From an optimization exercise on the open Yosys and OpenROAD flow, aimed at small area and a short achievable clock period; shortcuts taken in it are not production practice.
The RTL was checked by simulation tests, not by an equivalence proof against the original design.
No activity file was given, so power comes from the tool's default toggle rates.

`config.mk`:
```
export PLATFORM = sky130hd
export DESIGN_NAME = mm_top
export DESIGN_NICKNAME = mm_top
export VERILOG_FILES = /design/flow/design.v
export SDC_FILE = /design/flow/constraint.sdc
export NUM_CORES = 4
export LEC_CHECK = 0
export ABC_CLOCK_PERIOD_IN_PS = 4000
export CAP_MARGIN = 20
export CORE_MARGIN = 2
export CORE_UTILIZATION = 60
export CTS_CLUSTER_DIAMETER = 70
export CTS_CLUSTER_SIZE = 30
export PLACE_DENSITY = 0.7
export SETUP_SLACK_MARGIN = 4.47
export SLEW_MARGIN = 20
export SYNTH_HIERARCHICAL = 1
```
`constraint.sdc`:
```
create_clock -name core_clock -period 8.0 [get_ports {clk}]
set_input_delay 1.6000 -clock core_clock [delete_from_list [all_inputs] [get_ports {clk}]]
set_output_delay 1.6000 -clock core_clock [all_outputs]
set_load 0.01 [all_outputs]
```
`design.v`:
```
`default_nettype none
package mm_pkg;
  localparam int ARRAY_N = 3;
  localparam int ELEM_W = 8;
  localparam int ACC_W  = 16;
  typedef logic signed [ELEM_W-1:0] elem_t;
  typedef logic signed [ACC_W-1:0]  acc_t;
  typedef enum logic [1:0] {
    SEQ_IDLE = 2'd0,
    SEQ_RUN  = 2'd1,
    SEQ_DONE = 2'd2
  } seq_state_t;
endpackage
`default_nettype wire
`default_nettype none
package mm_regs_pkg;
  localparam int AXI_ADDR_W = 8;
  localparam int AXI_DATA_W = 32;
  localparam logic [AXI_ADDR_W-1:0] REG_CTRL   = 8'h00;
  localparam logic [AXI_ADDR_W-1:0] REG_STATUS = 8'h04;
  localparam logic [AXI_ADDR_W-1:0] OPND_BASE  = 8'h40;
  localparam logic [AXI_ADDR_W-1:0] RES_BASE   = 8'h80;
  localparam int CTRL_START = 0;
  localparam int CTRL_CLEAR = 1;
  localparam int STAT_BUSY = 0;
  localparam int STAT_DONE = 1;
  localparam int STAT_FULL = 2;
  typedef enum logic [1:0] {
    RESP_OKAY   = 2'b00,
    RESP_SLVERR = 2'b10
  } axi_resp_t;
endpackage
`default_nettype wire
`default_nettype none
module mm_dot3 (
  input  wire [7:0]  i_a0, i_a1, i_a2,
  input  wire [7:0]  i_b0, i_b1, i_b2,
  output wire [47:0] o_st
);
  wire pp1;
  wire pp2;
  wire pp3;
  wire pp4;
  wire pp5;
  wire pp6;
  wire pp7;
  wire pp8;
  wire pp9;
  wire pp10;
  wire pp11;
  wire pp12;
  wire pp13;
  wire pp14;
  wire pp15;
  wire pp16;
  wire pp17;
  wire pp18;
  wire pp19;
  wire pp20;
  wire pp21;
  wire pp22;
  wire pp23;
  wire pp24;
  wire pp25;
  wire pp26;
  wire pp27;
  wire pp28;
  wire pp29;
  wire pp30;
  wire pp31;
  wire pp32;
  wire pp33;
  wire pp34;
  wire pp35;
  wire pp36;
  wire pp37;
  wire pp38;
  wire pp39;
  wire pp40;
  wire pp41;
  wire pp42;
  wire pp43;
  wire pp44;
  wire pp45;
  wire pp46;
  wire pp47;
  wire pp48;
  wire pp49;
  wire pp50;
  wire pp51;
  wire pp52;
  wire pp53;
  wire pp54;
  wire pp55;
  wire pp56;
  wire pp57;
  wire pp58;
  wire pp59;
  wire pp60;
  wire pp61;
  wire pp62;
  wire pp63;
  wire pp64;
  wire pp65;
  wire pp66;
  wire pp67;
  wire pp68;
  wire pp69;
  wire pp70;
  wire pp71;
  wire pp72;
  wire pp73;
  wire pp74;
  wire pp75;
  wire pp76;
  wire pp77;
  wire pp78;
  wire pp79;
  wire pp80;
  wire pp81;
  wire pp82;
  wire pp83;
  wire pp84;
  wire pp85;
  wire pp86;
  wire pp87;
  wire pp88;
  wire pp89;
  wire pp90;
  wire pp91;
  wire pp92;
  wire pp93;
  wire pp94;
  wire pp95;
  wire pp96;
  wire pp97;
  wire pp98;
  wire pp99;
  wire pp100;
  wire pp101;
  wire pp102;
  wire pp103;
  wire pp104;
  wire pp105;
  wire pp106;
  wire pp107;
  wire pp108;
  wire pp109;
  wire pp110;
  wire pp111;
  wire pp112;
  wire pp113;
  wire pp114;
  wire pp115;
  wire pp116;
  wire pp117;
  wire pp118;
  wire pp119;
  wire pp120;
  wire pp121;
  wire pp122;
  wire pp123;
  wire pp124;
  wire pp125;
  wire pp126;
  wire pp127;
  wire pp128;
  wire pp129;
  wire pp130;
  wire pp131;
  wire pp132;
  wire pp133;
  wire pp134;
  wire pp135;
  wire pp136;
  wire pp137;
  wire pp138;
  wire pp139;
  wire pp140;
  wire pp141;
  wire pp142;
  wire pp143;
  wire pp144;
  wire pp145;
  wire pp146;
  wire pp147;
  wire pp148;
  wire pp149;
  wire pp150;
  wire pp151;
  wire pp152;
  wire pp153;
  wire pp154;
  wire pp155;
  wire pp156;
  wire pp157;
  wire pp158;
  wire pp159;
  wire pp160;
  wire pp161;
  wire pp162;
  wire pp163;
  wire pp164;
  wire pp165;
  wire pp166;
  wire pp167;
  wire pp168;
  wire pp169;
  wire pp170;
  wire pp171;
  wire pp172;
  wire pp173;
  wire pp174;
  wire pp175;
  wire pp176;
  wire pp177;
  wire pp178;
  wire pp179;
  wire pp180;
  wire pp181;
  wire pp182;
  wire pp183;
  wire pp184;
  wire pp185;
  wire pp186;
  wire pp187;
  wire pp188;
  wire pp189;
  wire pp190;
  wire pp191;
  wire pp192;
  wire s193;
  wire c194;
  wire s195;
  wire c196;
  wire s197;
  wire c198;
  wire s199;
  wire c200;
  wire s201;
  wire c202;
  wire s203;
  wire c204;
  wire s205;
  wire c206;
  wire s207;
  wire c208;
  wire s209;
  wire c210;
  wire s211;
  wire c212;
  wire s213;
  wire c214;
  wire s215;
  wire c216;
  wire s217;
  wire c218;
  wire s219;
  wire c220;
  wire s221;
  wire c222;
  wire s223;
  wire c224;
  wire s225;
  wire c226;
  wire s227;
  wire c228;
  wire s229;
  wire c230;
  wire s231;
  wire c232;
  wire s233;
  wire c234;
  wire s235;
  wire c236;
  wire s237;
  wire c238;
  wire s239;
  wire c240;
  wire s241;
  wire c242;
  wire s243;
  wire c244;
  wire s245;
  wire c246;
  wire s247;
  wire c248;
  wire s249;
  wire c250;
  wire s251;
  wire c252;
  wire s253;
  wire c254;
  wire s255;
  wire c256;
  wire s257;
  wire c258;
  wire s259;
  wire c260;
  wire s261;
  wire c262;
  wire s263;
  wire c264;
  wire s265;
  wire c266;
  wire s267;
  wire c268;
  wire s269;
  wire c270;
  wire s271;
  wire c272;
  wire s273;
  wire c274;
  wire s275;
  wire c276;
  wire s277;
  wire c278;
  wire s279;
  wire c280;
  wire s281;
  wire c282;
  wire s283;
  wire c284;
  wire s285;
  wire c286;
  wire s287;
  wire c288;
  wire s289;
  wire c290;
  wire s291;
  wire c292;
  wire s293;
  wire c294;
  wire s295;
  wire c296;
  wire s297;
  wire c298;
  wire s299;
  wire c300;
  wire s301;
  wire c302;
  wire s303;
  wire c304;
  wire s305;
  wire c306;
  wire s307;
  wire c308;
  wire s309;
  wire c310;
  wire s311;
  wire c312;
  wire s313;
  wire c314;
  wire s315;
  wire c316;
  wire s317;
  wire c318;
  wire s319;
  wire c320;
  wire s321;
  wire c322;
  wire s323;
  wire c324;
  wire s325;
  wire c326;
  wire s327;
  wire c328;
  wire s329;
  wire c330;
  wire s331;
  wire c332;
  wire s333;
  wire c334;
  wire s335;
  wire c336;
  wire s337;
  wire c338;
  wire s339;
  wire c340;
  wire s341;
  wire c342;
  wire s343;
  wire c344;
  wire s345;
  wire c346;
  wire s347;
  wire c348;
  wire s349;
  wire c350;
  wire s351;
  wire c352;
  wire s353;
  wire c354;
  wire s355;
  wire c356;
  wire s357;
  wire c358;
  wire s359;
  wire c360;
  wire s361;
  wire c362;
  wire s363;
  wire c364;
  wire s365;
  wire c366;
  wire s367;
  wire c368;
  wire s369;
  wire c370;
  wire s371;
  wire c372;
  wire s373;
  wire c374;
  wire s375;
  wire c376;
  wire s377;
  wire c378;
  wire s379;
  wire c380;
  wire s381;
  wire c382;
  wire s383;
  wire c384;
  wire s385;
  wire c386;
  wire s387;
  wire c388;
  wire s389;
  wire c390;
  wire s391;
  wire c392;
  wire s393;
  wire c394;
  wire s395;
  wire c396;
  wire s397;
  wire c398;
  wire s399;
  wire c400;
  wire s401;
  wire c402;
  wire s403;
  wire c404;
  wire s405;
  wire c406;
  wire s407;
  wire c408;
  wire s409;
  wire c410;
  wire s411;
  wire c412;
  wire s413;
  wire c414;
  wire s415;
  wire c416;
  wire s417;
  wire c418;
  wire s419;
  wire c420;
  wire s421;
  wire c422;
  wire s423;
  wire c424;
  wire s425;
  wire c426;
  wire s427;
  wire c428;
  wire s429;
  wire c430;
  wire s431;
  wire c432;
  wire s433;
  wire c434;
  wire s435;
  wire c436;
  wire s437;
  wire c438;
  wire s439;
  wire c440;
  wire s441;
  wire c442;
  wire s443;
  wire c444;
  wire s445;
  wire c446;
  wire s447;
  wire c448;
  wire s449;
  wire c450;
  wire s451;
  wire c452;
  wire s453;
  wire c454;
  wire s455;
  wire c456;
  wire s457;
  wire c458;
  wire s459;
  wire c460;
  wire s461;
  wire c462;
  wire s463;
  wire c464;
  wire s465;
  wire c466;
  wire s467;
  wire c468;
  wire s469;
  wire c470;
  wire s471;
  wire c472;
  wire s473;
  wire c474;
  wire s475;
  wire c476;
  wire s477;
  wire c478;
  wire s479;
  wire c480;
  wire s481;
  wire c482;
  wire s483;
  wire c484;
  wire s485;
  wire c486;
  wire s487;
  wire c488;
  wire s489;
  wire c490;
  wire s491;
  wire c492;
  wire s493;
  wire c494;
  wire s495;
  wire c496;
  wire s497;
  wire c498;
  wire s499;
  wire c500;
  wire s501;
  wire c502;
  wire s503;
  assign pp1 = ~(i_a0[0] & i_b0[0]);
  assign pp2 = ~(i_a0[0] & i_b0[1]);
  assign pp3 = ~(i_a0[0] & i_b0[2]);
  assign pp4 = ~(i_a0[0] & i_b0[3]);
  assign pp5 = ~(i_a0[0] & i_b0[4]);
  assign pp6 = ~(i_a0[0] & i_b0[5]);
  assign pp7 = ~(i_a0[0] & i_b0[6]);
  assign pp8 = i_a0[0] & i_b0[7];
  assign pp9 = ~(i_a0[1] & i_b0[0]);
  assign pp10 = ~(i_a0[1] & i_b0[1]);
  assign pp11 = ~(i_a0[1] & i_b0[2]);
  assign pp12 = ~(i_a0[1] & i_b0[3]);
  assign pp13 = ~(i_a0[1] & i_b0[4]);
  assign pp14 = ~(i_a0[1] & i_b0[5]);
  assign pp15 = ~(i_a0[1] & i_b0[6]);
  assign pp16 = i_a0[1] & i_b0[7];
  assign pp17 = ~(i_a0[2] & i_b0[0]);
  assign pp18 = ~(i_a0[2] & i_b0[1]);
  assign pp19 = ~(i_a0[2] & i_b0[2]);
  assign pp20 = ~(i_a0[2] & i_b0[3]);
  assign pp21 = ~(i_a0[2] & i_b0[4]);
  assign pp22 = ~(i_a0[2] & i_b0[5]);
  assign pp23 = ~(i_a0[2] & i_b0[6]);
  assign pp24 = i_a0[2] & i_b0[7];
  assign pp25 = ~(i_a0[3] & i_b0[0]);
  assign pp26 = ~(i_a0[3] & i_b0[1]);
  assign pp27 = ~(i_a0[3] & i_b0[2]);
  assign pp28 = ~(i_a0[3] & i_b0[3]);
  assign pp29 = ~(i_a0[3] & i_b0[4]);
  assign pp30 = ~(i_a0[3] & i_b0[5]);
  assign pp31 = ~(i_a0[3] & i_b0[6]);
  assign pp32 = i_a0[3] & i_b0[7];
  assign pp33 = ~(i_a0[4] & i_b0[0]);
  assign pp34 = ~(i_a0[4] & i_b0[1]);
  assign pp35 = ~(i_a0[4] & i_b0[2]);
  assign pp36 = ~(i_a0[4] & i_b0[3]);
  assign pp37 = ~(i_a0[4] & i_b0[4]);
  assign pp38 = ~(i_a0[4] & i_b0[5]);
  assign pp39 = ~(i_a0[4] & i_b0[6]);
  assign pp40 = i_a0[4] & i_b0[7];
  assign pp41 = ~(i_a0[5] & i_b0[0]);
  assign pp42 = ~(i_a0[5] & i_b0[1]);
  assign pp43 = ~(i_a0[5] & i_b0[2]);
  assign pp44 = ~(i_a0[5] & i_b0[3]);
  assign pp45 = ~(i_a0[5] & i_b0[4]);
  assign pp46 = ~(i_a0[5] & i_b0[5]);
  assign pp47 = ~(i_a0[5] & i_b0[6]);
  assign pp48 = i_a0[5] & i_b0[7];
  assign pp49 = ~(i_a0[6] & i_b0[0]);
  assign pp50 = ~(i_a0[6] & i_b0[1]);
  assign pp51 = ~(i_a0[6] & i_b0[2]);
  assign pp52 = ~(i_a0[6] & i_b0[3]);
  assign pp53 = ~(i_a0[6] & i_b0[4]);
  assign pp54 = ~(i_a0[6] & i_b0[5]);
  assign pp55 = ~(i_a0[6] & i_b0[6]);
  assign pp56 = i_a0[6] & i_b0[7];
  assign pp57 = i_a0[7] & i_b0[0];
  assign pp58 = i_a0[7] & i_b0[1];
  assign pp59 = i_a0[7] & i_b0[2];
  assign pp60 = i_a0[7] & i_b0[3];
  assign pp61 = i_a0[7] & i_b0[4];
  assign pp62 = i_a0[7] & i_b0[5];
  assign pp63 = i_a0[7] & i_b0[6];
  assign pp64 = ~(i_a0[7] & i_b0[7]);
  assign pp65 = ~(i_a1[0] & i_b1[0]);
  assign pp66 = ~(i_a1[0] & i_b1[1]);
  assign pp67 = ~(i_a1[0] & i_b1[2]);
  assign pp68 = ~(i_a1[0] & i_b1[3]);
  assign pp69 = ~(i_a1[0] & i_b1[4]);
  assign pp70 = ~(i_a1[0] & i_b1[5]);
  assign pp71 = ~(i_a1[0] & i_b1[6]);
  assign pp72 = i_a1[0] & i_b1[7];
  assign pp73 = ~(i_a1[1] & i_b1[0]);
  assign pp74 = ~(i_a1[1] & i_b1[1]);
  assign pp75 = ~(i_a1[1] & i_b1[2]);
  assign pp76 = ~(i_a1[1] & i_b1[3]);
  assign pp77 = ~(i_a1[1] & i_b1[4]);
  assign pp78 = ~(i_a1[1] & i_b1[5]);
  assign pp79 = ~(i_a1[1] & i_b1[6]);
  assign pp80 = i_a1[1] & i_b1[7];
  assign pp81 = ~(i_a1[2] & i_b1[0]);
  assign pp82 = ~(i_a1[2] & i_b1[1]);
  assign pp83 = ~(i_a1[2] & i_b1[2]);
  assign pp84 = ~(i_a1[2] & i_b1[3]);
  assign pp85 = ~(i_a1[2] & i_b1[4]);
  assign pp86 = ~(i_a1[2] & i_b1[5]);
  assign pp87 = ~(i_a1[2] & i_b1[6]);
  assign pp88 = i_a1[2] & i_b1[7];
  assign pp89 = ~(i_a1[3] & i_b1[0]);
  assign pp90 = ~(i_a1[3] & i_b1[1]);
  assign pp91 = ~(i_a1[3] & i_b1[2]);
  assign pp92 = ~(i_a1[3] & i_b1[3]);
  assign pp93 = ~(i_a1[3] & i_b1[4]);
  assign pp94 = ~(i_a1[3] & i_b1[5]);
  assign pp95 = ~(i_a1[3] & i_b1[6]);
  assign pp96 = i_a1[3] & i_b1[7];
  assign pp97 = ~(i_a1[4] & i_b1[0]);
  assign pp98 = ~(i_a1[4] & i_b1[1]);
  assign pp99 = ~(i_a1[4] & i_b1[2]);
  assign pp100 = ~(i_a1[4] & i_b1[3]);
  assign pp101 = ~(i_a1[4] & i_b1[4]);
  assign pp102 = ~(i_a1[4] & i_b1[5]);
  assign pp103 = ~(i_a1[4] & i_b1[6]);
  assign pp104 = i_a1[4] & i_b1[7];
  assign pp105 = ~(i_a1[5] & i_b1[0]);
  assign pp106 = ~(i_a1[5] & i_b1[1]);
  assign pp107 = ~(i_a1[5] & i_b1[2]);
  assign pp108 = ~(i_a1[5] & i_b1[3]);
  assign pp109 = ~(i_a1[5] & i_b1[4]);
  assign pp110 = ~(i_a1[5] & i_b1[5]);
  assign pp111 = ~(i_a1[5] & i_b1[6]);
  assign pp112 = i_a1[5] & i_b1[7];
  assign pp113 = ~(i_a1[6] & i_b1[0]);
  assign pp114 = ~(i_a1[6] & i_b1[1]);
  assign pp115 = ~(i_a1[6] & i_b1[2]);
  assign pp116 = ~(i_a1[6] & i_b1[3]);
  assign pp117 = ~(i_a1[6] & i_b1[4]);
  assign pp118 = ~(i_a1[6] & i_b1[5]);
  assign pp119 = ~(i_a1[6] & i_b1[6]);
  assign pp120 = i_a1[6] & i_b1[7];
  assign pp121 = i_a1[7] & i_b1[0];
  assign pp122 = i_a1[7] & i_b1[1];
  assign pp123 = i_a1[7] & i_b1[2];
  assign pp124 = i_a1[7] & i_b1[3];
  assign pp125 = i_a1[7] & i_b1[4];
  assign pp126 = i_a1[7] & i_b1[5];
  assign pp127 = i_a1[7] & i_b1[6];
  assign pp128 = ~(i_a1[7] & i_b1[7]);
  assign pp129 = ~(i_a2[0] & i_b2[0]);
  assign pp130 = ~(i_a2[0] & i_b2[1]);
  assign pp131 = ~(i_a2[0] & i_b2[2]);
  assign pp132 = ~(i_a2[0] & i_b2[3]);
  assign pp133 = ~(i_a2[0] & i_b2[4]);
  assign pp134 = ~(i_a2[0] & i_b2[5]);
  assign pp135 = ~(i_a2[0] & i_b2[6]);
  assign pp136 = i_a2[0] & i_b2[7];
  assign pp137 = ~(i_a2[1] & i_b2[0]);
  assign pp138 = ~(i_a2[1] & i_b2[1]);
  assign pp139 = ~(i_a2[1] & i_b2[2]);
  assign pp140 = ~(i_a2[1] & i_b2[3]);
  assign pp141 = ~(i_a2[1] & i_b2[4]);
  assign pp142 = ~(i_a2[1] & i_b2[5]);
  assign pp143 = ~(i_a2[1] & i_b2[6]);
  assign pp144 = i_a2[1] & i_b2[7];
  assign pp145 = ~(i_a2[2] & i_b2[0]);
  assign pp146 = ~(i_a2[2] & i_b2[1]);
  assign pp147 = ~(i_a2[2] & i_b2[2]);
  assign pp148 = ~(i_a2[2] & i_b2[3]);
  assign pp149 = ~(i_a2[2] & i_b2[4]);
  assign pp150 = ~(i_a2[2] & i_b2[5]);
  assign pp151 = ~(i_a2[2] & i_b2[6]);
  assign pp152 = i_a2[2] & i_b2[7];
  assign pp153 = ~(i_a2[3] & i_b2[0]);
  assign pp154 = ~(i_a2[3] & i_b2[1]);
  assign pp155 = ~(i_a2[3] & i_b2[2]);
  assign pp156 = ~(i_a2[3] & i_b2[3]);
  assign pp157 = ~(i_a2[3] & i_b2[4]);
  assign pp158 = ~(i_a2[3] & i_b2[5]);
  assign pp159 = ~(i_a2[3] & i_b2[6]);
  assign pp160 = i_a2[3] & i_b2[7];
  assign pp161 = ~(i_a2[4] & i_b2[0]);
  assign pp162 = ~(i_a2[4] & i_b2[1]);
  assign pp163 = ~(i_a2[4] & i_b2[2]);
  assign pp164 = ~(i_a2[4] & i_b2[3]);
  assign pp165 = ~(i_a2[4] & i_b2[4]);
  assign pp166 = ~(i_a2[4] & i_b2[5]);
  assign pp167 = ~(i_a2[4] & i_b2[6]);
  assign pp168 = i_a2[4] & i_b2[7];
  assign pp169 = ~(i_a2[5] & i_b2[0]);
  assign pp170 = ~(i_a2[5] & i_b2[1]);
  assign pp171 = ~(i_a2[5] & i_b2[2]);
  assign pp172 = ~(i_a2[5] & i_b2[3]);
  assign pp173 = ~(i_a2[5] & i_b2[4]);
  assign pp174 = ~(i_a2[5] & i_b2[5]);
  assign pp175 = ~(i_a2[5] & i_b2[6]);
  assign pp176 = i_a2[5] & i_b2[7];
  assign pp177 = ~(i_a2[6] & i_b2[0]);
  assign pp178 = ~(i_a2[6] & i_b2[1]);
  assign pp179 = ~(i_a2[6] & i_b2[2]);
  assign pp180 = ~(i_a2[6] & i_b2[3]);
  assign pp181 = ~(i_a2[6] & i_b2[4]);
  assign pp182 = ~(i_a2[6] & i_b2[5]);
  assign pp183 = ~(i_a2[6] & i_b2[6]);
  assign pp184 = i_a2[6] & i_b2[7];
  assign pp185 = i_a2[7] & i_b2[0];
  assign pp186 = i_a2[7] & i_b2[1];
  assign pp187 = i_a2[7] & i_b2[2];
  assign pp188 = i_a2[7] & i_b2[3];
  assign pp189 = i_a2[7] & i_b2[4];
  assign pp190 = i_a2[7] & i_b2[5];
  assign pp191 = i_a2[7] & i_b2[6];
  assign pp192 = ~(i_a2[7] & i_b2[7]);
  mm_fa u_s193 (.i_a(pp106), .i_b(pp113), .i_c(pp135), .o_s(s193), .o_c(c194));
  mm_fa u_s195 (.i_a(pp100), .i_b(pp107), .i_c(pp114), .o_s(s195), .o_c(c196));
  mm_fa u_s197 (.i_a(pp121), .i_b(pp136), .i_c(pp143), .o_s(s197), .o_c(c198));
  mm_fa u_s199 (.i_a(pp15), .i_b(pp150), .i_c(pp157), .o_s(s199), .o_c(c200));
  mm_ha u_s201 (.i_a(pp101), .i_b(pp108), .o_s(s201), .o_c(c202));
  mm_fa u_s203 (.i_a(pp115), .i_b(pp122), .i_c(pp144), .o_s(s203), .o_c(c204));
  mm_fa u_s205 (.i_a(pp151), .i_b(pp158), .i_c(pp16), .o_s(s205), .o_c(c206));
  mm_ha u_s207 (.i_a(pp102), .i_b(pp109), .o_s(s207), .o_c(c208));
  mm_fa u_s209 (.i_a(pp116), .i_b(pp123), .i_c(1'b1), .o_s(s209), .o_c(c210));
  mm_fa u_s211 (.i_a(pp12), .i_b(pp133), .i_c(pp140), .o_s(s211), .o_c(c212));
  mm_fa u_s213 (.i_a(pp105), .i_b(pp13), .i_c(pp134), .o_s(s213), .o_c(c214));
  mm_fa u_s215 (.i_a(pp141), .i_b(pp148), .i_c(pp155), .o_s(s215), .o_c(c216));
  mm_fa u_s217 (.i_a(pp162), .i_b(pp169), .i_c(pp20), .o_s(s217), .o_c(c218));
  mm_fa u_s219 (.i_a(pp14), .i_b(pp142), .i_c(pp149), .o_s(s219), .o_c(c220));
  mm_fa u_s221 (.i_a(pp156), .i_b(pp163), .i_c(pp170), .o_s(s221), .o_c(c222));
  mm_fa u_s223 (.i_a(pp177), .i_b(pp21), .i_c(pp28), .o_s(s223), .o_c(c224));
  mm_fa u_s225 (.i_a(pp35), .i_b(pp42), .i_c(pp49), .o_s(s225), .o_c(c226));
  mm_fa u_s227 (.i_a(pp7), .i_b(pp71), .i_c(1'b1), .o_s(s227), .o_c(c228));
  mm_fa u_s229 (.i_a(pp164), .i_b(pp171), .i_c(pp178), .o_s(s229), .o_c(c230));
  mm_fa u_s231 (.i_a(pp185), .i_b(pp22), .i_c(pp29), .o_s(s231), .o_c(c232));
  mm_fa u_s233 (.i_a(pp36), .i_b(pp43), .i_c(pp50), .o_s(s233), .o_c(c234));
  mm_fa u_s235 (.i_a(pp57), .i_b(pp72), .i_c(pp79), .o_s(s235), .o_c(c236));
  mm_fa u_s237 (.i_a(pp8), .i_b(pp86), .i_c(pp93), .o_s(s237), .o_c(c238));
  mm_fa u_s239 (.i_a(c194), .i_b(s195), .i_c(1'b1), .o_s(s239), .o_c(c240));
  mm_fa u_s241 (.i_a(pp165), .i_b(pp172), .i_c(pp179), .o_s(s241), .o_c(c242));
  mm_fa u_s243 (.i_a(pp186), .i_b(pp23), .i_c(pp30), .o_s(s243), .o_c(c244));
  mm_fa u_s245 (.i_a(pp37), .i_b(pp44), .i_c(pp51), .o_s(s245), .o_c(c246));
  mm_fa u_s247 (.i_a(pp58), .i_b(pp80), .i_c(pp87), .o_s(s247), .o_c(c248));
  mm_fa u_s249 (.i_a(pp94), .i_b(c196), .i_c(c198), .o_s(s249), .o_c(c250));
  mm_fa u_s251 (.i_a(c200), .i_b(s201), .i_c(s203), .o_s(s251), .o_c(c252));
  mm_fa u_s253 (.i_a(pp152), .i_b(pp159), .i_c(pp166), .o_s(s253), .o_c(c254));
  mm_fa u_s255 (.i_a(pp173), .i_b(pp180), .i_c(pp187), .o_s(s255), .o_c(c256));
  mm_fa u_s257 (.i_a(pp24), .i_b(pp31), .i_c(pp38), .o_s(s257), .o_c(c258));
  mm_fa u_s259 (.i_a(pp45), .i_b(pp52), .i_c(pp59), .o_s(s259), .o_c(c260));
  mm_fa u_s261 (.i_a(pp88), .i_b(pp95), .i_c(s209), .o_s(s261), .o_c(c262));
  mm_fa u_s263 (.i_a(c202), .i_b(c204), .i_c(c206), .o_s(s263), .o_c(c264));
  mm_fa u_s265 (.i_a(pp103), .i_b(pp110), .i_c(pp117), .o_s(s265), .o_c(c266));
  mm_fa u_s267 (.i_a(pp124), .i_b(pp160), .i_c(pp167), .o_s(s267), .o_c(c268));
  mm_fa u_s269 (.i_a(pp174), .i_b(pp181), .i_c(pp188), .o_s(s269), .o_c(c270));
  mm_fa u_s271 (.i_a(pp32), .i_b(pp39), .i_c(pp46), .o_s(s271), .o_c(c272));
  mm_fa u_s273 (.i_a(pp53), .i_b(pp60), .i_c(pp96), .o_s(s273), .o_c(c274));
  mm_fa u_s275 (.i_a(pp104), .i_b(pp111), .i_c(pp118), .o_s(s275), .o_c(c276));
  mm_fa u_s277 (.i_a(pp125), .i_b(pp168), .i_c(pp175), .o_s(s277), .o_c(c278));
  mm_fa u_s279 (.i_a(pp11), .i_b(pp132), .i_c(pp139), .o_s(s279), .o_c(c280));
  mm_fa u_s281 (.i_a(pp146), .i_b(pp153), .i_c(1'b1), .o_s(s281), .o_c(c282));
  mm_fa u_s283 (.i_a(pp147), .i_b(pp154), .i_c(pp161), .o_s(s283), .o_c(c284));
  mm_fa u_s285 (.i_a(pp19), .i_b(pp26), .i_c(pp33), .o_s(s285), .o_c(c286));
  mm_fa u_s287 (.i_a(pp5), .i_b(pp69), .i_c(pp76), .o_s(s287), .o_c(c288));
  mm_fa u_s289 (.i_a(pp27), .i_b(pp34), .i_c(pp41), .o_s(s289), .o_c(c290));
  mm_fa u_s291 (.i_a(pp6), .i_b(pp70), .i_c(pp77), .o_s(s291), .o_c(c292));
  mm_fa u_s293 (.i_a(pp84), .i_b(pp91), .i_c(pp98), .o_s(s293), .o_c(c294));
  mm_fa u_s295 (.i_a(c212), .i_b(s213), .i_c(1'b1), .o_s(s295), .o_c(c296));
  mm_fa u_s297 (.i_a(pp78), .i_b(pp85), .i_c(pp92), .o_s(s297), .o_c(c298));
  mm_fa u_s299 (.i_a(pp99), .i_b(s227), .i_c(c214), .o_s(s299), .o_c(c300));
  mm_fa u_s301 (.i_a(c216), .i_b(c218), .i_c(s193), .o_s(s301), .o_c(c302));
  mm_fa u_s303 (.i_a(s219), .i_b(s221), .i_c(s223), .o_s(s303), .o_c(c304));
  mm_fa u_s305 (.i_a(c228), .i_b(c220), .i_c(c222), .o_s(s305), .o_c(c306));
  mm_fa u_s307 (.i_a(c224), .i_b(c226), .i_c(s197), .o_s(s307), .o_c(c308));
  mm_fa u_s309 (.i_a(s199), .i_b(s229), .i_c(s231), .o_s(s309), .o_c(c310));
  mm_fa u_s311 (.i_a(s233), .i_b(s235), .i_c(s237), .o_s(s311), .o_c(c312));
  mm_fa u_s313 (.i_a(c230), .i_b(c232), .i_c(c234), .o_s(s313), .o_c(c314));
  mm_fa u_s315 (.i_a(c236), .i_b(c238), .i_c(s205), .o_s(s315), .o_c(c316));
  mm_fa u_s317 (.i_a(s241), .i_b(s243), .i_c(s245), .o_s(s317), .o_c(c318));
  mm_fa u_s319 (.i_a(s247), .i_b(c240), .i_c(s249), .o_s(s319), .o_c(c320));
  mm_fa u_s321 (.i_a(c242), .i_b(c244), .i_c(c246), .o_s(s321), .o_c(c322));
  mm_fa u_s323 (.i_a(c248), .i_b(s207), .i_c(s253), .o_s(s323), .o_c(c324));
  mm_fa u_s325 (.i_a(s255), .i_b(s257), .i_c(s259), .o_s(s325), .o_c(c326));
  mm_fa u_s327 (.i_a(s261), .i_b(c250), .i_c(c252), .o_s(s327), .o_c(c328));
  mm_fa u_s329 (.i_a(c210), .i_b(c208), .i_c(c254), .o_s(s329), .o_c(c330));
  mm_fa u_s331 (.i_a(c256), .i_b(c258), .i_c(c260), .o_s(s331), .o_c(c332));
  mm_fa u_s333 (.i_a(s265), .i_b(s267), .i_c(s269), .o_s(s333), .o_c(c334));
  mm_fa u_s335 (.i_a(s271), .i_b(s273), .i_c(c262), .o_s(s335), .o_c(c336));
  mm_fa u_s337 (.i_a(pp182), .i_b(pp189), .i_c(pp40), .o_s(s337), .o_c(c338));
  mm_fa u_s339 (.i_a(pp47), .i_b(pp54), .i_c(pp61), .o_s(s339), .o_c(c340));
  mm_fa u_s341 (.i_a(c266), .i_b(c268), .i_c(c270), .o_s(s341), .o_c(c342));
  mm_fa u_s343 (.i_a(c272), .i_b(c274), .i_c(s275), .o_s(s343), .o_c(c344));
  mm_fa u_s345 (.i_a(pp112), .i_b(pp119), .i_c(pp126), .o_s(s345), .o_c(c346));
  mm_fa u_s347 (.i_a(pp176), .i_b(pp183), .i_c(pp190), .o_s(s347), .o_c(c348));
  mm_fa u_s349 (.i_a(pp48), .i_b(pp55), .i_c(pp62), .o_s(s349), .o_c(c350));
  mm_fa u_s351 (.i_a(pp10), .i_b(pp131), .i_c(pp138), .o_s(s351), .o_c(c352));
  mm_fa u_s353 (.i_a(pp145), .i_b(pp17), .i_c(1'b1), .o_s(s353), .o_c(c354));
  mm_fa u_s355 (.i_a(pp18), .i_b(pp25), .i_c(pp4), .o_s(s355), .o_c(c356));
  mm_fa u_s357 (.i_a(pp68), .i_b(pp75), .i_c(pp82), .o_s(s357), .o_c(c358));
  mm_fa u_s359 (.i_a(pp89), .i_b(s281), .i_c(1'b1), .o_s(s359), .o_c(c360));
  mm_fa u_s361 (.i_a(pp83), .i_b(pp90), .i_c(pp97), .o_s(s361), .o_c(c362));
  mm_fa u_s363 (.i_a(c282), .i_b(c280), .i_c(s211), .o_s(s363), .o_c(c364));
  mm_fa u_s365 (.i_a(s283), .i_b(s285), .i_c(s287), .o_s(s365), .o_c(c366));
  mm_fa u_s367 (.i_a(c284), .i_b(c286), .i_c(c288), .o_s(s367), .o_c(c368));
  mm_fa u_s369 (.i_a(s215), .i_b(s217), .i_c(s289), .o_s(s369), .o_c(c370));
  mm_fa u_s371 (.i_a(s291), .i_b(s293), .i_c(s295), .o_s(s371), .o_c(c372));
  mm_fa u_s373 (.i_a(c290), .i_b(c292), .i_c(c294), .o_s(s373), .o_c(c374));
  mm_fa u_s375 (.i_a(s225), .i_b(s297), .i_c(c296), .o_s(s375), .o_c(c376));
  mm_fa u_s377 (.i_a(s299), .i_b(s301), .i_c(s303), .o_s(s377), .o_c(c378));
  mm_fa u_s379 (.i_a(c298), .i_b(c300), .i_c(s239), .o_s(s379), .o_c(c380));
  mm_fa u_s381 (.i_a(c302), .i_b(c304), .i_c(s305), .o_s(s381), .o_c(c382));
  mm_fa u_s383 (.i_a(s307), .i_b(s309), .i_c(s311), .o_s(s383), .o_c(c384));
  mm_fa u_s385 (.i_a(c306), .i_b(c308), .i_c(c310), .o_s(s385), .o_c(c386));
  mm_fa u_s387 (.i_a(c312), .i_b(s313), .i_c(s315), .o_s(s387), .o_c(c388));
  mm_fa u_s389 (.i_a(s251), .i_b(s317), .i_c(s319), .o_s(s389), .o_c(c390));
  mm_fa u_s391 (.i_a(c314), .i_b(c316), .i_c(c318), .o_s(s391), .o_c(c392));
  mm_fa u_s393 (.i_a(s263), .i_b(s321), .i_c(s323), .o_s(s393), .o_c(c394));
  mm_fa u_s395 (.i_a(s325), .i_b(c320), .i_c(s327), .o_s(s395), .o_c(c396));
  mm_fa u_s397 (.i_a(c264), .i_b(c322), .i_c(c324), .o_s(s397), .o_c(c398));
  mm_fa u_s399 (.i_a(c326), .i_b(s329), .i_c(s331), .o_s(s399), .o_c(c400));
  mm_fa u_s401 (.i_a(s333), .i_b(s335), .i_c(c328), .o_s(s401), .o_c(c402));
  mm_fa u_s403 (.i_a(s277), .i_b(s337), .i_c(s339), .o_s(s403), .o_c(c404));
  mm_fa u_s405 (.i_a(c330), .i_b(c332), .i_c(c334), .o_s(s405), .o_c(c406));
  mm_fa u_s407 (.i_a(s341), .i_b(s343), .i_c(c336), .o_s(s407), .o_c(c408));
  mm_fa u_s409 (.i_a(c276), .i_b(c278), .i_c(c338), .o_s(s409), .o_c(c410));
  mm_fa u_s411 (.i_a(c340), .i_b(s345), .i_c(s347), .o_s(s411), .o_c(c412));
  mm_fa u_s413 (.i_a(s349), .i_b(c342), .i_c(c344), .o_s(s413), .o_c(c414));
  mm_fa u_s415 (.i_a(pp120), .i_b(pp127), .i_c(pp184), .o_s(s415), .o_c(c416));
  mm_fa u_s417 (.i_a(pp191), .i_b(pp56), .i_c(pp63), .o_s(s417), .o_c(c418));
  mm_fa u_s419 (.i_a(c346), .i_b(c348), .i_c(c350), .o_s(s419), .o_c(c420));
  mm_fa u_s421 (.i_a(pp130), .i_b(pp137), .i_c(pp2), .o_s(s421), .o_c(c422));
  mm_fa u_s423 (.i_a(pp3), .i_b(pp67), .i_c(pp74), .o_s(s423), .o_c(c424));
  mm_fa u_s425 (.i_a(pp81), .i_b(s353), .i_c(1'b1), .o_s(s425), .o_c(c426));
  mm_fa u_s427 (.i_a(c354), .i_b(c352), .i_c(s279), .o_s(s427), .o_c(c428));
  mm_fa u_s429 (.i_a(s355), .i_b(s357), .i_c(s359), .o_s(s429), .o_c(c430));
  mm_fa u_s431 (.i_a(c356), .i_b(c358), .i_c(c360), .o_s(s431), .o_c(c432));
  mm_fa u_s433 (.i_a(s361), .i_b(s363), .i_c(s365), .o_s(s433), .o_c(c434));
  mm_fa u_s435 (.i_a(c362), .i_b(c364), .i_c(c366), .o_s(s435), .o_c(c436));
  mm_fa u_s437 (.i_a(s367), .i_b(s369), .i_c(s371), .o_s(s437), .o_c(c438));
  mm_fa u_s439 (.i_a(c368), .i_b(c370), .i_c(s373), .o_s(s439), .o_c(c440));
  mm_fa u_s441 (.i_a(s375), .i_b(c372), .i_c(s377), .o_s(s441), .o_c(c442));
  mm_fa u_s443 (.i_a(c374), .i_b(c376), .i_c(s379), .o_s(s443), .o_c(c444));
  mm_fa u_s445 (.i_a(c378), .i_b(s381), .i_c(s383), .o_s(s445), .o_c(c446));
  mm_fa u_s447 (.i_a(c380), .i_b(c382), .i_c(s385), .o_s(s447), .o_c(c448));
  mm_fa u_s449 (.i_a(c384), .i_b(s387), .i_c(s389), .o_s(s449), .o_c(c450));
  mm_fa u_s451 (.i_a(c386), .i_b(c388), .i_c(s391), .o_s(s451), .o_c(c452));
  mm_fa u_s453 (.i_a(s393), .i_b(c390), .i_c(s395), .o_s(s453), .o_c(c454));
  mm_fa u_s455 (.i_a(c392), .i_b(s397), .i_c(c394), .o_s(s455), .o_c(c456));
  mm_fa u_s457 (.i_a(s399), .i_b(s401), .i_c(c396), .o_s(s457), .o_c(c458));
  mm_fa u_s459 (.i_a(s403), .i_b(c398), .i_c(c400), .o_s(s459), .o_c(c460));
  mm_fa u_s461 (.i_a(s405), .i_b(s407), .i_c(c402), .o_s(s461), .o_c(c462));
  mm_fa u_s463 (.i_a(c404), .i_b(s409), .i_c(s411), .o_s(s463), .o_c(c464));
  mm_fa u_s465 (.i_a(c406), .i_b(s413), .i_c(c408), .o_s(s465), .o_c(c466));
  mm_fa u_s467 (.i_a(s415), .i_b(s417), .i_c(c410), .o_s(s467), .o_c(c468));
  mm_fa u_s469 (.i_a(c412), .i_b(s419), .i_c(c414), .o_s(s469), .o_c(c470));
  mm_fa u_s471 (.i_a(pp128), .i_b(pp192), .i_c(pp64), .o_s(s471), .o_c(c472));
  mm_fa u_s473 (.i_a(c416), .i_b(c418), .i_c(c420), .o_s(s473), .o_c(c474));
  mm_fa u_s475 (.i_a(pp66), .i_b(pp73), .i_c(1'b1), .o_s(s475), .o_c(c476));
  mm_fa u_s477 (.i_a(c422), .i_b(s351), .i_c(s423), .o_s(s477), .o_c(c478));
  mm_fa u_s479 (.i_a(c424), .i_b(c426), .i_c(s427), .o_s(s479), .o_c(c480));
  mm_fa u_s481 (.i_a(c428), .i_b(s431), .i_c(c430), .o_s(s481), .o_c(c482));
  mm_fa u_s483 (.i_a(c432), .i_b(c434), .i_c(s435), .o_s(s483), .o_c(c484));
  mm_fa u_s485 (.i_a(c436), .i_b(s439), .i_c(c438), .o_s(s485), .o_c(c486));
  mm_fa u_s487 (.i_a(c440), .i_b(s443), .i_c(c442), .o_s(s487), .o_c(c488));
  mm_fa u_s489 (.i_a(c444), .i_b(s447), .i_c(c446), .o_s(s489), .o_c(c490));
  mm_fa u_s491 (.i_a(c448), .i_b(s451), .i_c(c450), .o_s(s491), .o_c(c492));
  mm_fa u_s493 (.i_a(c452), .i_b(s455), .i_c(c454), .o_s(s493), .o_c(c494));
  mm_fa u_s495 (.i_a(c456), .i_b(s459), .i_c(s461), .o_s(s495), .o_c(c496));
  mm_fa u_s497 (.i_a(s463), .i_b(c460), .i_c(s465), .o_s(s497), .o_c(c498));
  mm_fa u_s499 (.i_a(s467), .i_b(c464), .i_c(s469), .o_s(s499), .o_c(c500));
  mm_fa u_s501 (.i_a(s471), .i_b(c468), .i_c(s473), .o_s(s501), .o_c(c502));
  assign s503 = ~(c472);
  assign o_st = {c474, s503, c502, c470, s501, c500, c466, s499, c498, c462, s497, c496, c458, s495, c494, s457, s493, c492, s453, s491, c490, s449, s489, c488, s445, s487, c486, s441, s485, c484, s437, s483, c482, s433, s481, c480, s429, s479, c478, s425, s477, c476, s421, pp9, s475, pp65, pp129, pp1};
endmodule
module mm_dot3_fin (
  input  wire [47:0] i_st,
  output wire [15:0] o_n0,
  output wire [15:0] o_n1
);
  wire s1;
  wire c2;
  wire s3;
  wire c4;
  wire s5;
  wire c6;
  wire s7;
  wire c8;
  wire s9;
  wire c10;
  wire s11;
  wire c12;
  wire s13;
  wire c14;
  wire s15;
  wire c16;
  wire s17;
  wire c18;
  wire s19;
  wire c20;
  wire s21;
  wire c22;
  wire s23;
  wire c24;
  wire s25;
  wire c26;
  wire s27;
  wire c28;
  wire s29;
  wire c30;
  wire s31;
  mm_fa u_s1 (.i_a(i_st[0]), .i_b(i_st[1]), .i_c(1'b1), .o_s(s1), .o_c(c2));
  mm_fa u_s3 (.i_a(i_st[3]), .i_b(i_st[4]), .i_c(i_st[5]), .o_s(s3), .o_c(c4));
  mm_fa u_s5 (.i_a(i_st[6]), .i_b(i_st[7]), .i_c(i_st[8]), .o_s(s5), .o_c(c6));
  mm_fa u_s7 (.i_a(i_st[10]), .i_b(i_st[11]), .i_c(i_st[9]), .o_s(s7), .o_c(c8));
  mm_fa u_s9 (.i_a(i_st[12]), .i_b(i_st[13]), .i_c(i_st[14]), .o_s(s9), .o_c(c10));
  mm_fa u_s11 (.i_a(i_st[15]), .i_b(i_st[16]), .i_c(i_st[17]), .o_s(s11), .o_c(c12));
  mm_fa u_s13 (.i_a(i_st[18]), .i_b(i_st[19]), .i_c(i_st[20]), .o_s(s13), .o_c(c14));
  mm_fa u_s15 (.i_a(i_st[21]), .i_b(i_st[22]), .i_c(i_st[23]), .o_s(s15), .o_c(c16));
  mm_fa u_s17 (.i_a(i_st[24]), .i_b(i_st[25]), .i_c(i_st[26]), .o_s(s17), .o_c(c18));
  mm_fa u_s19 (.i_a(i_st[27]), .i_b(i_st[28]), .i_c(i_st[29]), .o_s(s19), .o_c(c20));
  mm_fa u_s21 (.i_a(i_st[30]), .i_b(i_st[31]), .i_c(i_st[32]), .o_s(s21), .o_c(c22));
  mm_fa u_s23 (.i_a(i_st[33]), .i_b(i_st[34]), .i_c(i_st[35]), .o_s(s23), .o_c(c24));
  mm_fa u_s25 (.i_a(i_st[36]), .i_b(i_st[37]), .i_c(i_st[38]), .o_s(s25), .o_c(c26));
  mm_fa u_s27 (.i_a(i_st[39]), .i_b(i_st[40]), .i_c(i_st[41]), .o_s(s27), .o_c(c28));
  mm_fa u_s29 (.i_a(i_st[42]), .i_b(i_st[43]), .i_c(i_st[44]), .o_s(s29), .o_c(c30));
  assign s31 = i_st[45] ^ i_st[46] ^ i_st[47];
  assign o_n0 = {c30, c28, c26, c24, c22, c20, c18, c16, c14, c12, c10, c8, c6, c4, c2, i_st[2]};
  assign o_n1 = {s31, s29, s27, s25, s23, s21, s19, s17, s15, s13, s11, s9, s7, s5, s3, s1};
endmodule
module mm_fa (input wire i_a, i_b, i_c, output wire o_s, o_c);
  assign o_s = i_a ^ i_b ^ i_c;
  assign o_c = (i_a & i_b) | (i_a & i_c) | (i_b & i_c);
endmodule
module mm_ha (input wire i_a, i_b, output wire o_s, o_c);
  assign o_s = i_a ^ i_b;
  assign o_c = i_a & i_b;
endmodule
`default_nettype wire
`timescale 1ns/1ps
`default_nettype none
module mm_top (
  input  logic        clk,
  input  logic        rst_n,
  input  logic        i_awvalid,
  output logic        o_awready,
  input  logic [7:0]  i_awaddr,
  input  logic        i_wvalid,
  output logic        o_wready,
  input  logic [31:0] i_wdata,
  input  logic [3:0]  i_wstrb,
  output logic        o_bvalid,
  input  logic        i_bready,
  output logic [1:0]  o_bresp,
  input  logic        i_arvalid,
  output logic        o_arready,
  input  logic [7:0]  i_araddr,
  output logic        o_rvalid,
  input  logic        i_rready,
  output logic [31:0] o_rdata,
  output logic [1:0]  o_rresp
);
  logic        bvalid_q;
  logic        bslverr_q;
  logic        start_q;
  logic        clear_q;
  logic        busy_q;
  logic        done_q;
  logic [2:0]  cnt_q;
  logic [17:0] mask_q;
  logic        newbit_q;
  logic        full;
  logic        accept;
  logic        wr_go;
  logic        wr_ctrl;
  logic        wr_opnd;
  logic [4:0]  wr_slot;
  logic        opnd_we;
  assign wr_go     = i_awvalid && i_wvalid && !bvalid_q;
  assign o_awready = wr_go;
  assign o_wready  = wr_go;
  assign wr_ctrl = (i_awaddr == 8'h00);
  assign wr_opnd = (i_awaddr[1:0] == 2'b00) &&
                   ((i_awaddr[7:6] == 2'b01) || (i_awaddr[7:3] == 5'b10000));
  assign wr_slot = i_awaddr[6:2] - 5'd16;
  assign opnd_we = wr_go && wr_opnd && !busy_q;
  always_ff @(posedge clk or negedge rst_n) begin
    if (!rst_n) begin
      bvalid_q <= 1'b0;
      start_q  <= 1'b0;
      clear_q  <= 1'b0;
    end else begin
      if (bvalid_q && i_bready) bvalid_q <= 1'b0;
      if (wr_go) bvalid_q <= 1'b1;
      start_q <= wr_go && wr_ctrl && i_wdata[0];
      clear_q <= wr_go && wr_ctrl && i_wdata[1];
    end
  end
  always_ff @(posedge clk) begin
    if (wr_go) bslverr_q <= !(wr_ctrl || (wr_opnd && !busy_q));
  end
  assign o_bvalid = bvalid_q;
  assign o_bresp  = {bslverr_q, 1'b0};
  logic [2:0] ph_i_q;
  logic [2:0] ph_j_q;
  logic [2:0] ph_j_next;
  assign ph_j_next = ph_i_q[2] ? {ph_j_q[1:0], ph_j_q[2]} : ph_j_q;
  always_ff @(posedge clk or negedge rst_n) begin
    if (!rst_n) begin
      ph_i_q <= 3'b001;
      ph_j_q <= 3'b001;
    end else begin
      ph_i_q <= {ph_i_q[1:0], ph_i_q[2]};
      ph_j_q <= ph_j_next;
    end
  end
  logic [2:0]        wr_row;
  logic [2:0]        wr_col;
  logic              wr_a;
  logic              wr_b;
  logic [7:0]        a_q [3][3];
  logic [7:0]        b_q [3][3];
  logic [7:0]        bsel_q [3];
  always_comb begin
    wr_a = opnd_we && (wr_slot < 5'd9);
    wr_b = opnd_we && (wr_slot >= 5'd9);
    for (int r = 0; r < 3; r++) begin
      wr_row[r] = 1'b0;
      wr_col[r] = 1'b0;
      for (int c = 0; c < 3; c++) begin
        wr_row[r] = wr_row[r] | (wr_slot == 5'(3 * r + c)) | (wr_slot == 5'(9 + 3 * r + c));
        wr_col[r] = wr_col[r] | (wr_slot == 5'(3 * c + r)) | (wr_slot == 5'(9 + 3 * c + r));
      end
    end
  end
  always_ff @(posedge clk) begin
    for (int k = 0; k < 3; k++) begin
      for (int g = 0; g < 3; g++) begin
        if (wr_a && wr_col[k] &&
            ((ph_i_q[0] && wr_row[(g + 1) % 3]) ||
             (ph_i_q[1] && wr_row[(g + 2) % 3]) ||
             (ph_i_q[2] && wr_row[g])))
          a_q[k][g] <= i_wdata[7:0];
        else
          a_q[k][g] <= a_q[k][(g + 1) % 3];
      end
    end
  end
  always_ff @(posedge clk) begin
    for (int r = 0; r < 3; r++)
      for (int c = 0; c < 3; c++)
        if (wr_b && wr_row[r] && wr_col[c]) b_q[r][c] <= i_wdata[7:0];
  end
  always_ff @(posedge clk) begin
    for (int k = 0; k < 3; k++)
      bsel_q[k] <= ({8{ph_j_next[0]}} & b_q[k][0]) |
                   ({8{ph_j_next[1]}} & b_q[k][1]) |
                   ({8{ph_j_next[2]}} & b_q[k][2]);
  end
  always_ff @(posedge clk or negedge rst_n) begin
    if (!rst_n) begin
      mask_q   <= '0;
      newbit_q <= 1'b0;
    end else begin
      newbit_q <= 1'b0;
      if (clear_q) begin
        mask_q <= '0;
      end else if (opnd_we) begin
        mask_q[wr_slot] <= 1'b1;
        newbit_q        <= !mask_q[wr_slot];
      end
    end
  end
  assign full = (&mask_q) && !newbit_q;
  assign accept = start_q && full && !busy_q;
  always_ff @(posedge clk or negedge rst_n) begin
    if (!rst_n) begin
      busy_q <= 1'b0;
      done_q <= 1'b0;
    end else if (accept) begin
      busy_q <= 1'b1;
      done_q <= 1'b0;
    end else if (busy_q && cnt_q == 3'd7) begin
      busy_q <= 1'b0;
      done_q <= 1'b1;
    end
  end
  always_ff @(posedge clk) begin
    if (accept) cnt_q <= 3'd0;
    else if (busy_q) cnt_q <= cnt_q + 3'd1;
  end
  logic [47:0] dot_st;
  logic [47:0] st_q;
  logic [15:0] fin_n0;
  logic [15:0] fin_n1;
  logic [15:0] sum;
  logic        ring_we;
  logic [15:0] ring_q [9];
  mm_dot3 u_dot (
    .i_a0 (a_q[0][0]),
    .i_a1 (a_q[1][0]),
    .i_a2 (a_q[2][0]),
    .i_b0 (bsel_q[0]),
    .i_b1 (bsel_q[1]),
    .i_b2 (bsel_q[2]),
    .o_st (dot_st)
  );
  always_ff @(posedge clk) st_q <= dot_st;
  mm_dot3_fin u_fin (
    .i_st (st_q),
    .o_n0 (fin_n0),
    .o_n1 (fin_n1)
  );
  assign sum     = ~(fin_n0 + fin_n1 + 16'd1);
  assign ring_we = accept || busy_q;
  always_ff @(posedge clk) begin
    ring_q[0] <= ring_we ? sum : ring_q[8];
    for (int p = 1; p < 9; p++) ring_q[p] <= ring_q[p-1];
  end
  logic        arready_q;
  logic        rvalid_q;
  logic        rslverr_q;
  logic [15:0] rdata_q;
  logic        ar_go;
  logic        rd_ctrl;
  logic        rd_stat;
  logic        rd_res;
  logic [8:0]  rd_k;
  logic [8:0]  phase;
  logic [8:0]  rd_pos;
  logic [15:0] rd_val;
  logic [15:0] rd_data;
  assign ar_go   = i_arvalid && arready_q;
  assign rd_ctrl = (i_araddr == 8'h00);
  assign rd_stat = (i_araddr == 8'h04);
  assign rd_res  = (i_araddr[7] == 1'b1) && (i_araddr[1:0] == 2'b00) &&
                   (i_araddr[6:2] <= 5'd8);
  always_comb begin
    for (int f = 0; f < 9; f++) phase[f] = ph_j_q[f / 3] && ph_i_q[f % 3];
    for (int k = 0; k < 9; k++) rd_k[k] = (i_araddr[5:2] == 4'(k));
    for (int p = 0; p < 9; p++) begin
      rd_pos[p] = 1'b0;
      for (int k = 0; k < 9; k++) rd_pos[p] = rd_pos[p] | (rd_k[k] & phase[(p + 3 * (k % 3) + k / 3 + 2) % 9]);
    end
    rd_val = '0;
    for (int p = 0; p < 9; p++) rd_val = rd_val | ({16{rd_pos[p]}} & ring_q[p]);
    rd_data = '0;
    if (rd_res) rd_data = rd_val;
    else if (rd_stat) rd_data = {13'd0, full, done_q, busy_q};
  end
  always_ff @(posedge clk or negedge rst_n) begin
    if (!rst_n) begin
      arready_q <= 1'b0;
      rvalid_q  <= 1'b0;
    end else if (ar_go) begin
      arready_q <= 1'b0;
      rvalid_q  <= 1'b1;
    end else begin
      if (rvalid_q && i_rready) rvalid_q <= 1'b0;
      arready_q <= !rvalid_q || i_rready;
    end
  end
  always_ff @(posedge clk) begin
    if (ar_go) begin
      rslverr_q <= !(rd_ctrl || rd_stat || rd_res);
      rdata_q   <= rd_data;
    end
  end
  assign o_arready = arready_q;
  assign o_rvalid  = rvalid_q;
  assign o_rresp   = {rslverr_q, 1'b0};
  assign o_rdata   = {{16{rdata_q[15]}}, rdata_q};
endmodule
`default_nettype wire
```
`run.sh`:
```
#!/bin/bash
# synth_recipe.tcl (not shown) runs the flow's synth.tcl, then flattens the netlist and writes it again
# the make line also repeats each setting of config.mk as NAME=value (left out here)
make -C /OpenROAD-flow-scripts/flow DESIGN_CONFIG=/design/flow/config.mk WORK_HOME=/design/flow/orfs CLKGATE_MAP_FILE= SYNTH_SCRIPT=/design/flow/synth_recipe.tcl finish
```
==> results.py, run 1 <==
metrics = {
    "run_status": {
        "status": "no timing/DRC/antenna violations",
    },
    "synth": {
        "yosysWarnings": 15,
        "synth_xor_xnor_area_share": 0.00660,
        "ys_seq_elements": 413,
        "yosys.area_share.simple": 0.103,
        "seq_area_frac_synth": 0.478,
        "synth_top_family_by_area": "adder cells",
        "ys_async_sr_fraction": 0.0775,
        "synth_compound_area_frac": 0.0966,
        "synth.mux.area_fraction": 0.0515,
        "syn-cell-area_sq_mm": 0.0195,
        "syn_avg_cell_area_sq_um": 12.1,
        "ys_types": 89,
        "netlist_instances": 1615,
        "synth_top_flop_cell": "dfxtp_1",
        "synth-adder-area-share": 0.189,
        "synth_edf_count": 90,
    },
    "worst_setup_path": {
        "cp_cell_sequence": "buf_6 -> nand3_4 -> buf_4 -> buf_4 -> buf_4 -> buf_4 -> buf_4 -> nor3_1 -> nand2_1 -> a21oi_1 -> nand2b_1 -> nor2_2",
        "critPathArrivalTime_ps": 3820,
        "cp_common_cell": "buf_4",
        "critPathMaxStageDelay_ps": 410,
        "critical_path.slowest_cell": "nor2_2",
        "required_ps": 8220,
        "r2r_cells": 7,
        "crit_type": "in2reg",
        "crit_buf_inv": 6,
        "critPathLaunchType": "input pin",
        "crit_fanout": 8,
        "crit_cells": 12,
        "crit_family": "simple AND/OR/NAND/NOR gates",
        "worst_setup_path_end_kind": "flip-flop",
    },
    "routing": {
        "wl_um": 44200,
        "drc_errors": 0,
        "routedWlPerCell_um": 21.6,
        "vias": 12300,
        "routed_via_density": 6.02,
        "dr.pass1.iters": 8,
        "postRouteAntennaNets": 0,
        "drt_iter0_drc": 1382,
    },
    "cts": {
        "cts_tree": "done",
        "worstSkewPairLatency_ps": 560,
        "cts_buffers": 23,
        "cts_max_level": 1,
        "cts_sinks": 413,
        "path_clk_slew_ps": 110,
        "max-clock-path-buffers": 3,
        "ctsHoldBuffers": 0,
        "cts_root_buf": "clkbuf_16",
    },
    "die": {
        "die_h_um": 184,
        "dieArea_sq_mm": 0.0340,
        "start_util": 0.605,
        "die_w_um": 184,
        "io_pins": 100,
        "rows": 66,
        "core_area_sq_mm": 0.0323,
    },
    "hold_path": {
        "hold_depth": 0,
        "hp-class": "reg2reg",
    },
    "final_layout": {
        "nNetsFinal": 1845,
        "drive_gt1_frac": 0.144,
        "diodes": 0,
        "n_fill_cell": 2348,
        "syn_to_final_growth_pct": 10.2,
        "postLayoutCellArea_sq_mm": 0.0215,
    },
    "timing": {
        "hold_slack_ps": 338,
        "maxSlewViolCount": 0,
        "max_freq_mhz": 278,
        "min_period_ps": 3600,
        "fin_worst_skew_ps": 32.8,
        "rsz0062_at_grt": "true",
        "post-route-period-util": 0.450,
        "hold_viol": 0,
        "setup_tns_ps": 0,
        "worstMarginPinSlew_ps": 836,
        "maxSlewHeadroom": 0.443,
        "setup_violations": 0,
    },
    "grt": {
        "grt_start_max_net_pins": 35,
        "grt_pass1_wl_um": 69400,
        "grt_use_total": 0.266,
        "gr-total-overflow": 0,
        "grt_pass1_vias": 12500,
        "antenna_found_initial": 0,
    },
    "pwr": {
        "p_total_mw": 3.76,
        "leakagePower_nw": 7.63,
        "ir_drop_mv": 0.176,
        "power_density_mw_per_mm2": 175,
    },
    "place": {
        "io_buffers": 69,
        "dpl_cell_area_sq_mm": 0.0198,
        "hpwlAfterDp_um": 29400,
        "place.gp.congestion": 0.875,
    },
    "flow_run": {
        "cap_violations": 0,
    },
}
## sequential cells by signal (all words and copies together) (netlist names), 3 cells and up
| name | cells |
|---|---|
| st_q | 48 |
| bsel_q | 24 |
| cnt_q | 3 |
| ring_q | 144 |
| b_q | 72 |
| a_q | 72 |
| ph_i_q | 3 |
| mask_q | 18 |
| ph_j_q | 3 |
| rdata_q | 16 |
## cell type report
cell class	instances	area, sq um	area share
Sequential cell	413	9380	0.436
Multi-Input combinational cell	973	9210	0.428
Timing Repair Buffer	125	1300	0.0604
Clock buffer	28	604	0.0281
Tap cell	442	553	0.0257
Clock inverter	13	249	0.0116
Inverter	56	218	0.0101
## report_power, final
part | leakage [nW] | total, mW | internal [mW] | switching (mW)
clock | 0.407 | 1.38 | 0.616 | 0.760
combinational | 3.62 | 0.234 | 0.103 | 0.132
sequential | 3.60 | 2.15 | 2.14 | 0.00788
## synthesized netlist by cell type, types with 18 or more instances
| cell type | instances | area [sq um] |
|---|---|---|
| dfrtp_1 | 30 | 751 |
| a222oi_1 | 49 | 490 |
| buf_4 | 128 | 961 |
| clkbuf_1 | 23 | 86.3 |
| a21oi_1 | 19 | 95.1 |
| mux2_1 | 72 | 811 |
| a31oi_1 | 27 | 169 |
| edfxtp_1 | 90 | 2700 |
| nand2_1 | 209 | 785 |
| buf_2 | 29 | 145 |
| ha_1 | 25 | 313 |
| dfxtp_1 | 291 | 5830 |
| nor2_1 | 52 | 195 |
| inv_1 | 53 | 199 |
| nor3_1 | 18 | 90.1 |
| a22oi_1 | 18 | 135 |
| and2_1 | 45 | 282 |
| nand3_1 | 19 | 95.1 |
| fa_1 | 169 | 3380 |
| o21ai_0 | 25 | 125 |
## cells by family after synthesis
logic type | Yosys count
AO/OA/AOI/OAI | 241
XOR/XNOR | 13
adder cells (fa/ha/maj) | 194
buffers and inverters | 240
flip-flops | 413
multiplexers | 85
other | 3
AND/OR/NAND/NOR | 426
## final timing paths
kind                              start            to  slack, ps
setup / recovery               i_wvalid     b_q[0][4]       4400
hold / removal             ring_q[2][5]  ring_q[3][5]        340
setup reg to reg              a_q[6][1]      st_q[31]       4530
hold reg to reg            ring_q[2][5]  ring_q[3][5]        340
max in group asynchronous         rst_n     ph_j_q[0]       6190
min in group asynchronous         rst_n      bvalid_q       1440
## modules after synthesis (local to each module, per instance)
module	cell area, sq um	flip-flops and latches	copies in the design
mm_fa	20.0	0	168
mm_dot3_fin	268	0	1
mm_ha	12.5	0	2
mm_dot3	1360	0	1
mm_top	14500	413	1
## layer usage
layer,global-route usage,vias to the layer above,wire (um),part of all wire
met5,0,-,0,0
met4,0.0778,0,1170,0.026
met3,0.0431,93,3260,0.074
met2,0.446,560,21400,0.49
met1,0.358,6214,18300,0.41
li1,-,5482,-,-
## through the flow
step                std cells  setup slack, ps   util
floorplan                1624             4400      -
global placement         1958             2800  0.613
detailed placement       1958             2760  0.613
CTS                      2038             4470  0.660
global route             2050             4350  0.666
finish                   2050             4400  0.666
## cell usage in the layout, fill, tap and decap left out, types with 23 or more instances in the layout
cell type / n
mux2_4: 32
clkdlybuf4s50_1: 56
a31oi_1: 25
buf_4: 40
nor2_1: 42
mux2_1: 40
o21ai_0: 25
edfxtp_1: 90
nand2_1: 209
and2_1: 44
clkbuf_16: 23
dfxtp_1: 271
fa_1: 168
a222oi_1: 49
inv_1: 50
dfrtp_1: 30
## timing repair
item                       CTS  global route
buffers inserted            37            11
gates resized for setup    105            45
pin swaps                    7             3
setup endpoints to repair  170           183
gates cloned                 2             1
==> run 2: changes to the inputs <==
--- a/config.mk
+++ b/config.mk
@@ -9,8 +9,9 @@
 export CAP_MARGIN = 20
 export CORE_MARGIN = 2
 export CORE_UTILIZATION = 60
-export CTS_CLUSTER_DIAMETER = 70
-export CTS_CLUSTER_SIZE = 30
+export CTS_BUF_LIST = sky130_fd_sc_hd__clkbuf_8
+export CTS_CLUSTER_DIAMETER = 100
+export CTS_CLUSTER_SIZE = 20
 export PLACE_DENSITY = 0.7
 export SETUP_SLACK_MARGIN = 4.47
 export SLEW_MARGIN = 20
==> run 2 against run 1 <==
Still clean. Final cell count decreased by 0.44%. Sequential power about the same. Routed wire length decreased by 2.6%. First-iteration DRC count decreased by 14%. Synthesized area unchanged. Design area decreased by 2.4%. Hold slack improved by 6.1 ps. Largest cell class unchanged. Largest power group unchanged.
==> results.py, run 2 <==
metrics = {
    "place": {
        "dpl.cell_count": 1958,
        "place.gp.congestion": 0.875,
        "hpwlAfterDp_um": 29400,
        "dpl_cell_area_sq_mm": 0.0198,
        "io_buffers": 69,
        "pre_cts_ws_ps": 2760,
    },
    "cts": {
        "cts_max_level": 1,
        "worstSkewPairLatency_ps": 610,
        "cts_root_buf": "clkbuf_8",
        "max-clock-path-buffers": 3,
        "cts_buffers": 25,
        "cts_tree": "done",
        "cts_sinks": 413,
        "path_clk_slew_ps": 120,
    },
    "synth": {
        "synth_top_flop_cell": "dfxtp_1",
        "syn-cell-area_sq_mm": 0.0195,
        "synth_top_cells_by_area": "dfxtp_1 30%, fa_1 17%, edfxtp_1 14%",
        "ys_types": 89,
        "syn_avg_cell_area_sq_um": 12.1,
        "yosysMostFrequentCell": "dfxtp_1",
        "ys_seq_elements": 413,
        "synth_top_area_share": 0.298,
        "netlist_instances": 1615,
        "synth_top_area_cell": "dfxtp_1",
        "seq_area_frac_synth": 0.478,
        "yosysWarnings": 15,
        "ys_async_sr_fraction": 0.0775,
        "synth_edf_count": 90,
        "synth_common_cells": "291 x dfxtp_1, 209 x nand2_1, 169 x fa_1",
    },
    "worst_setup_path": {
        "crit_fanout": 3,
        "worst_setup_path_end_kind": "output pin",
        "crit_type": "in2out",
        "r2r_cells": 7,
        "cp_common_cell": "buf_6",
        "critPathLaunchType": "input pin",
        "required_ps": 6400,
        "critical_path.slowest_cell": "buf_6",
        "r2r_slack_ps": 4550,
        "reg2reg_from": "a_q[6][1]",
        "critPathArrivalTime_ps": 1930,
        "timing.rr.end": "st_q[31]",
        "critPathMaxStageDelay_ps": 110,
        "crit_cells": 4,
        "crit_family": "buffers and inverters",
        "crit_buf_inv": 3,
        "cp_cell_sequence": "buf_6 -> nand3_4 -> inv_2 -> buf_6",
    },
    "die": {
        "start_util": 0.605,
        "rows": 66,
        "dieArea_sq_mm": 0.0340,
        "io_pins": 100,
        "die_w_um": 184,
        "die_h_um": 184,
        "core_area_sq_mm": 0.0323,
    },
    "timing": {
        "hold_slack_ps": 344,
        "min_period_ps": 3530,
        "setup_tns_ps": 0,
        "setup_slack_ps": 4470,
        "rsz0062_at_grt": "true",
        "max_freq_mhz": 284,
        "worstMarginPinSlew_ps": 836,
        "maxSlewHeadroom": 0.441,
        "post-route-period-util": 0.441,
        "setup_violations": 0,
        "fin_worst_skew_ps": 34.1,
        "hold_viol": 0,
        "maxSlewViolCount": 0,
    },
    "routing": {
        "wl_um": 43000,
        "routed_via_density": 5.97,
        "drt_iter0_drc": 1193,
        "drc_errors": 0,
        "postRouteAntennaNets": 0,
        "routedWlPerCell_um": 21.1,
        "dr.pass1.iters": 6,
        "vias": 12200,
    },
    "pwr": {
        "power_frac_seq": 0.638,
        "leakagePower_nw": 7.42,
        "ir_drop_mv": 0.178,
        "p_total_mw": 3.37,
        "p_int_mw": 2.61,
        "p_switching_mw": 0.763,
        "power_density_mw_per_mm2": 160,
        "power_frac_comb": 0.069,
        "clkPwrFrac": 0.293,
        "sw_frac_of_total": 0.226,
    },
    "final_layout": {
        "largest_reg_flops": 144,
        "n_fill_cell": 2407,
        "nNetsFinal": 1838,
        "postLayoutCellArea_sq_mm": 0.0210,
        "layout.area.seq_sq_mm": 0.00938,
        "largest_registers": "ring_q (144), a_q (72), b_q (72)",
        "layout_common_cells": "271 x dfxtp_1, 209 x nand2_1, 168 x fa_1",
        "drive_gt1_frac": 0.129,
        "post-route-util": 0.650,
        "diodes": 0,
        "top_register": "ring_q",
        "multi_input_area_sq_mm": 0.00915,
        "final_common_cell": "dfxtp_1",
        "final_cells": 2041,
        "syn_to_final_growth_pct": 7.55,
    },
    "flow_run": {
        "cap_violations": 0,
    },
    "hold_path": {
        "hold_depth": 0,
        "min-delay-start": "ring_q[2][5]",
        "hp-class": "reg2reg",
        "min_to": "ring_q[3][5]",
    },
    "grt": {
        "grt_start_max_net_pins": 35,
        "antenna_found_initial": 0,
        "grt_pass1_wl_um": 68300,
        "grt_pass1_vias": 12400,
        "gr-total-overflow": 0,
        "grt_use_total": 0.260,
    },
    "run_status": {
        "status": "no timing/DRC/antenna violations",
    },
}
[run 2: changes by cell type in the layout (fill, tap and decap cells not counted), moves of 3 or more]
cell       previous run  this run
clkbuf_8              1        25
clkbuf_16            23         0
inv_1                50        62
buf_4                40        35
clkbuf_1              4         0
clkinv_8              4         0
clkinv_16             3         0
[run 2: kinds of logic (layout without fill, tap and decap cells)]
logic type	after synthesis	in the layout	share of synthesized area
multiplexers	85	85	0.0515
buffers and inverters	240	215	0.0740
flip-flops	413	413	0.478
XOR/XNOR	13	13	0.00660
AND/OR/NAND/NOR	426	426	0.103
other	3	12	0.000577
adder cells (fa/ha/maj)	194	194	0.189
AO/OA/AOI/OAI	241	241	0.0966
[run 2: cell type report]
type,instances,area share
sequential,413,0.447
multi-input combinational,971,0.436
timing repair buffer,118,0.0586
tap,442,0.0263
clock buffer,25,0.0164
inverter,56,0.0104
clock inverter,16,0.00602
[run 2: per-module statistics from Yosys (local to each module, per instance)]
| module | area [sq um] | flip-flops and latches | times used |
|---|---|---|---|
| mm_top | 14500 | 413 | 1 |
| mm_dot3 | 1360 | 0 | 1 |
| mm_dot3_fin | 268 | 0 | 1 |
| mm_fa | 20.0 | 0 | 168 |
| mm_ha | 12.5 | 0 | 2 |
[run 2: metal layers]
metal	GRT usage	up-vias	part of all wire
met5	0	-	0
met3	0.0391	79	0.072
met2	0.439	548	0.48
li1	-	5448	-
met1	0.353	6109	0.42
met4	0.0666	0	0.022
[run 2: power by group through the flow]
stage | registers, mW | logic, mW | clock network [mW]
floorplan | 2.20 | 0.161 | 0
global placement | 2.20 | 0.214 | 0
detailed placement | 2.20 | 0.219 | 0
CTS | 2.15 | 0.231 | 1.01
global route | 2.15 | 0.257 | 1.08
finish | 2.15 | 0.233 | 0.987
[run 2: how the worst max path moves through the flow]
stage / start / end / slack (ps)
final: i_wvalid / o_wready / 4470
after global routing: i_wvalid / b_q[7][2] / 4430
after CTS: i_wvalid / o_wready / 4470
after detailed placement: i_awaddr[2] / a_q[7][6] / 2760
after global placement: i_awaddr[2] / a_q[8][7] / 2800
after floorplan: i_awaddr[3] / a_q[4][0] / 4400
[run 2: what timing repair did]
| item | CTS | global route |
|---|---|---|
| setup buffers | 40 | 1 |
| setup endpoints to repair | 187 | 142 |
| hold buffers | 0 | 0 |
| pin swaps | 8 | 5 |
| gates resized for setup | 101 | 30 |
| gates cloned | 1 | 0 |

==> re-timing with driven ports <==
The results above use ideal ports. As a check the final layouts listed here were re-extracted and re-timed, cells and wires unchanged. Step 1 assumes that a clkbuf_16 drives the clock port and a buf_2 every other input. Step 2, shift: input delay + t, output delay - t, t = (earliest + latest rising clock arrival at the registers) / 2. This alone moves slack from input paths to output paths. a / b / c = ideal ports / drivers / drivers and shift; a / b = the first two.
| run | shift t [ns] | setup slack, ns |
|---|---|---|
| run 1 | 0.600 | 4.403 / 4.410 / 3.810 |
| run 2 | 0.642 | 4.473 / 4.432 / 3.883 |
After both steps setup and hold are still met in every run listed.
